This design comes from an exercise in tuning for small area and a short achievable clock period on the open sky130 flow, not from production work. At most, simulation tests tie the RTL to the original design; equivalence was not proved. Power is estimated from default activity; no workload was simulated.

Setup of oak:
// batch_dispatcher
module batch_dispatcher #(
   parameter int MAX_DEPENDENCIES = 256,
   parameter int MAX_BATCH_SIZE   = 8,
   parameter int SLOT_W           = 3,
   parameter int WATCHDOG_CYCLES  = 1024
) (
   input  logic                        clk,
   input  logic                        rst,
   input  logic                        s_axis_tvalid,
   output logic                        s_axis_tready,
   input  logic [63:0]                 s_axis_tdata_owner_programID,
   input  logic [MAX_DEPENDENCIES-1:0] s_axis_tdata_read_dependencies,
   input  logic [MAX_DEPENDENCIES-1:0] s_axis_tdata_write_dependencies,
   input  logic                        batch_end,
   output logic                        d_valid,
   input  logic                        d_ready,
   output logic [63:0]                 d_programID,
   output logic [SLOT_W-1:0]           d_slot,
   input  logic                        done_valid,
   input  logic [SLOT_W-1:0]           done_slot,
   output logic [MAX_DEPENDENCIES-1:0] batch_read_mask,
   output logic [MAX_DEPENDENCIES-1:0] batch_write_mask,
   output logic                        batch_retired,
   output logic                        completion_error,
   output logic                        watchdog_timeout,
   output logic [15:0]                 batches_retired,
   output logic [15:0]                 txns_dispatched
);
  ...
Size: ~3100 cells after synthesis, about 1200 I/O pins, roughly 0.043 mm² of cells after synthesis.
export LEC_CHECK = 0
export CAP_MARGIN = 20
export CORE_AREA = 5 5 335 335
export DIE_AREA = 0 0 340 340
export SETUP_SLACK_MARGIN = 1.0
export SLEW_MARGIN = 20
create_clock -name core_clock -period 3.6 [get_ports {clk}]
run.sh (not shown) runs the stock make flow with config.mk's settings and CLKGATE_MAP_FILE= SYNTH_SCRIPT=/design/flow/synth_recipe.tcl, a recipe that flattens the netlist after the stock synthesis.
What pine does differently from oak at the input level:
Settings: DIE_AREA changed from 0 0 340 340 to 0 0 480 480; CORE_AREA changed from 5 5 335 335 to 10 10 470 470.
[summary]
pine ended with every stage complete and zero timing, DRC or antenna violations. Compared with oak, pine shows a lower total global-route track usage. In terms of area of the multi-input gates, oak and pine differ only marginally. Against oak, post-placement cell area in pine rose by a few percent. Of oak and pine, the higher total routed wire length on the met1 layer belongs to oak. Final cell area excluding filler cells in pine is about 4% higher than in oak. Changes observed in pine relative to oak: fraction of the core area covered by cells at the end of the flow now smaller, final layout net count up 1.2%, global-route met2 utilization decreased 22 points, final-layout non-clock buffer area share saw a decrease. Setup slack: pine more than oak. Buffer levels on the longest clock path of oak is on par with pine.
No functional check of the RTL was part of any run of this note.

---

## run 3
batch_dispatcher, a different RTL version from the one above (not shown whole).
Size in the first run: ~3100 cells after synthesis, roughly 1200 flip-flops, about 1200 I/O pins.
export LEC_CHECK = 0
export CAP_MARGIN = 20
export CORE_AREA = 10 10 470 470
export CTS_BUF_LIST = sky130_fd_sc_hd__clkbuf_8 sky130_fd_sc_hd__clkbuf_16
export CTS_CLUSTER_DIAMETER = 80
export CTS_CLUSTER_SIZE = 25
export DIE_AREA = 0 0 480 480
export SETUP_SLACK_MARGIN = 1.5
export SLEW_MARGIN = 20
create_clock -name core_clock -period 3.6 [get_ports {clk}]
standard.sh (not shown) runs the stock make flow with config.mk's settings and CLKGATE_MAP_FILE= SYNTH_SCRIPT=/design/flow/synth_recipe.tcl, a recipe that flattens the netlist after the stock synthesis.
==> flow/flow/run.sh <==
#!/bin/bash
set -euo pipefail
bash standard.sh "BUFFER_PORTS_ARGS=-buffer_cell sky130_fd_sc_hd__buf_1" \
  "PRE_IO_PLACEMENT_TCL=$PWD/flow/pins.tcl" finish > standard.log 2>&1
==> flow/flow/pins.tcl <==
# Keep each input bit's pin next to the output pin of the same bit.
for {set i 0} {$i < 256} {incr i} {
  set_io_pin_constraint -group -order -pin_names [list "s_axis_tdata_read_dependencies\[$i\]" "batch_read_mask\[$i\]"]
  set_io_pin_constraint -group -order -pin_names [list "s_axis_tdata_write_dependencies\[$i\]" "batch_write_mask\[$i\]"]
}
for {set i 0} {$i < 64} {incr i} {
  set_io_pin_constraint -group -order -pin_names [list "s_axis_tdata_owner_programID\[$i\]" "d_programID\[$i\]"]
}
# Keep the control and status pins together, so the control logic and its
# output registers sit next to them.
set ctl [list s_axis_tvalid s_axis_tready batch_end d_valid d_ready done_valid \
  batch_retired completion_error watchdog_timeout]
for {set i 0} {$i < 3} {incr i} { lappend ctl "d_slot\[$i\]" "done_slot\[$i\]" }
for {set i 0} {$i < 16} {incr i} { lappend ctl "batches_retired\[$i\]" "txns_dispatched\[$i\]" }
set_io_pin_constraint -region bottom:200-260 -pin_names $ctl
Run 3 ran to completion and came out clean on the timing, design-rule and antenna checks.
Input changes introduced in run 1 (baseline for comparison: run 3):
==> flow/flow/pins.tcl <==
# Keep each input bit's pin next to the output pin of the same bit.
for {set i 0} {$i < 256} {incr i} {
  set_io_pin_constraint -group -order -pin_names [list "s_axis_tdata_read_dependencies\[$i\]" "batch_read_mask\[$i\]"]
  set_io_pin_constraint -group -order -pin_names [list "s_axis_tdata_write_dependencies\[$i\]" "batch_write_mask\[$i\]"]
}
for {set i 0} {$i < 64} {incr i} {
  set_io_pin_constraint -group -order -pin_names [list "s_axis_tdata_owner_programID\[$i\]" "d_programID\[$i\]"]
}
Results
Of the two values seen for highest layer used for signal routing, met4 was produced by run 1 and met5 by run 3. [compare] base=run 3 new=run 1: combinational power share rose by 0.3 points; via count stayed essentially flat; reg2reg setup slack fell by 0.06 ns. Taking run 3 as the reference, in run 1 via count of the first global-routing pass fell 3.3%; time the final worst path needs with I/O delays and setup rose 0.0071 ns; wire length rose about 1%.

---

batch_dispatcher, a different RTL version from the one above (not shown whole).
For scale: about 3200 cells after synthesis, about 1200 flip-flops.
Design batch_dispatcher, start of the top module:
module batch_dispatcher #(
   parameter int MAX_DEPENDENCIES = 256,
   parameter int MAX_BATCH_SIZE   = 8,
   parameter int SLOT_W           = 3,
   parameter int WATCHDOG_CYCLES  = 1024
) (
   input  logic                        clk,
   input  logic                        rst,
   input  logic                        s_axis_tvalid,
   output logic                        s_axis_tready,
   input  logic [63:0]                 s_axis_tdata_owner_programID,
   input  logic [MAX_DEPENDENCIES-1:0] s_axis_tdata_read_dependencies,
   input  logic [MAX_DEPENDENCIES-1:0] s_axis_tdata_write_dependencies,
   input  logic                        batch_end,
   output logic                        d_valid,
   input  logic                        d_ready,
   output logic [63:0]                 d_programID,
   output logic [SLOT_W-1:0]           d_slot,
   input  logic                        done_valid,
   input  logic [SLOT_W-1:0]           done_slot,
  ...
export LEC_CHECK = 0
export CAP_MARGIN = 20
export CORE_AREA = 5 5 355 355
export CTS_BUF_LIST = sky130_fd_sc_hd__clkbuf_8 sky130_fd_sc_hd__clkbuf_16
export CTS_CLUSTER_DIAMETER = 80
export CTS_CLUSTER_SIZE = 25
export DIE_AREA = 0 0 360 360
export SETUP_SLACK_MARGIN = 1.3
export SLEW_MARGIN = 20
create_clock -name core_clock -period 3.6 [get_ports {clk}]
==> flow/flow/pins.tcl <==
# Keep each input bit's pin next to the output pin of the same bit.
for {set i 0} {$i < 256} {incr i} {
  set_io_pin_constraint -group -order -pin_names [list "s_axis_tdata_read_dependencies\[$i\]" "batch_read_mask\[$i\]"]
  set_io_pin_constraint -group -order -pin_names [list "s_axis_tdata_write_dependencies\[$i\]" "batch_write_mask\[$i\]"]
}
for {set i 0} {$i < 64} {incr i} {
  set_io_pin_constraint -group -order -pin_names [list "s_axis_tdata_owner_programID\[$i\]" "d_programID\[$i\]"]
}
Scripts as last shown in full above: flow/flow/run.sh
The starting point completed with no timing, DRC or antenna violations.
Rerun with:
Settings changed: CORE_AREA 5 5 355 355 to 10 10 470 470, DIE_AREA 0 0 360 360 to 0 0 480 480, SETUP_SLACK_MARGIN 1.3 to 1.5.
=> Hold slack improves by 30 ps. Synthesized area is unchanged. Design area climbs by 7.1%. Wire length climbs by about 5.4%. Utilization drops by 16 points. Via count climbs by 0.66%. Clock-buffer cell count climbs by 3. Critical path depth drops by 4. Final cell count climbs by 21%.
Rerun with:
Settings changed: SETUP_SLACK_MARGIN 1.5 to 1.6.
What happened: The new run finished with timing, DRC and antenna clean; clock-buffer cell count goes down by 3; worst hold slack gets worse by 12 ps; final area went up by 6.1%; clock power drops by about 0.5%; critical path depth is unchanged; setup slack got worse by 32 ps.
Rerun with:
--- a/flow/flow/pins.tcl
+++ b/flow/flow/pins.tcl
@@ -8,0 +9,7 @@
+# Keep the control and status pins together, so the control logic and its
+# output registers sit next to them.
+set ctl [list s_axis_tvalid s_axis_tready batch_end d_valid d_ready done_valid \
+  batch_retired completion_error watchdog_timeout]
+for {set i 0} {$i < 3} {incr i} { lappend ctl "d_slot\[$i\]" "done_slot\[$i\]" }
+for {set i 0} {$i < 16} {incr i} { lappend ctl "batches_retired\[$i\]" "txns_dispatched\[$i\]" }
+set_io_pin_constraint -region bottom:200-260 -pin_names $ctl
Settings changed: SETUP_SLACK_MARGIN 1.6 to 1.45.
After rerunning:
- final area came out lower by 7.6%
- worst hold slack gains 66 ps
- core utilization came out lower by 2.1 points
Rerun with:
==> flow/flow/pins.tcl (replaced) <==
# Keep each input bit's pin next to the output pin of the same bit.
for {set i 0} {$i < 256} {incr i} {
  set_io_pin_constraint -group -order -pin_names [list "s_axis_tdata_read_dependencies\[$i\]" "batch_read_mask\[$i\]"]
  set_io_pin_constraint -group -order -pin_names [list "s_axis_tdata_write_dependencies\[$i\]" "batch_write_mask\[$i\]"]
}
for {set i 0} {$i < 64} {incr i} {
  set_io_pin_constraint -group -order -pin_names [list "s_axis_tdata_owner_programID\[$i\]" "d_programID\[$i\]"]
}
Outcome: The new run finished with timing, DRC and antenna clean; final area goes down by 0.50%; register-to-register slack hardly moves; sequential share of layout area goes up by 0.31 points; setup slack is worse by 9.5 ps; critical path depth is unchanged; total power goes down by 1.5%; cell count barely changes; via count goes down by 0.67%; count of clock-buffer cells in the layout goes down by 6; die area is unchanged; clock power goes down by 7.9%.

## port drivers added, routing unchanged
In the flow no input, the clock included, has a driving cell. The finished layouts below were timed again as built, in two steps.
Step 1 assumes that a clkbuf_16 drives the clock port and a buf_2 every other input.
Step 2 adds t to the input delays and takes it off the output delays; t is the mean of the earliest and latest rising clock arrival at the registers after step 1. Input paths then give back, and output paths get back, about the clock's delay inside the block.
a / b / c = ideal / step 1 / step 2; a / b = the first two.
run	t (ns)	setup WS [ns]	worst slew at a driven data input, ns
oak	0.781	0.985 / 0.914 / 0.277	0.39
pine	0.857	1.060 / 0.982 / 0.331	0.25
run 3	0.802	1.481 / 1.400 / 0.718	0.14
run 1	0.802	1.474 / 1.398 / 0.825	0.22
the first run of note 3	0.756	1.385 / 1.349 / 0.799	0.21
the second run of note 3	0.820	1.502 / 1.421 / 0.995	0.15
the third run of note 3	0.820	1.471 / 1.390 / 0.857	0.15
the fourth run of note 3	0.772	1.526 / 1.443 / 0.938	0.16
the fifth run of note 3	0.823	1.516 / 1.429 / 1.017	0.16
After both steps every run listed still meets setup and hold. The setup slack of run 3, which loses most, moves by -0.081 ns with the drivers and by -0.763 ns with both steps.
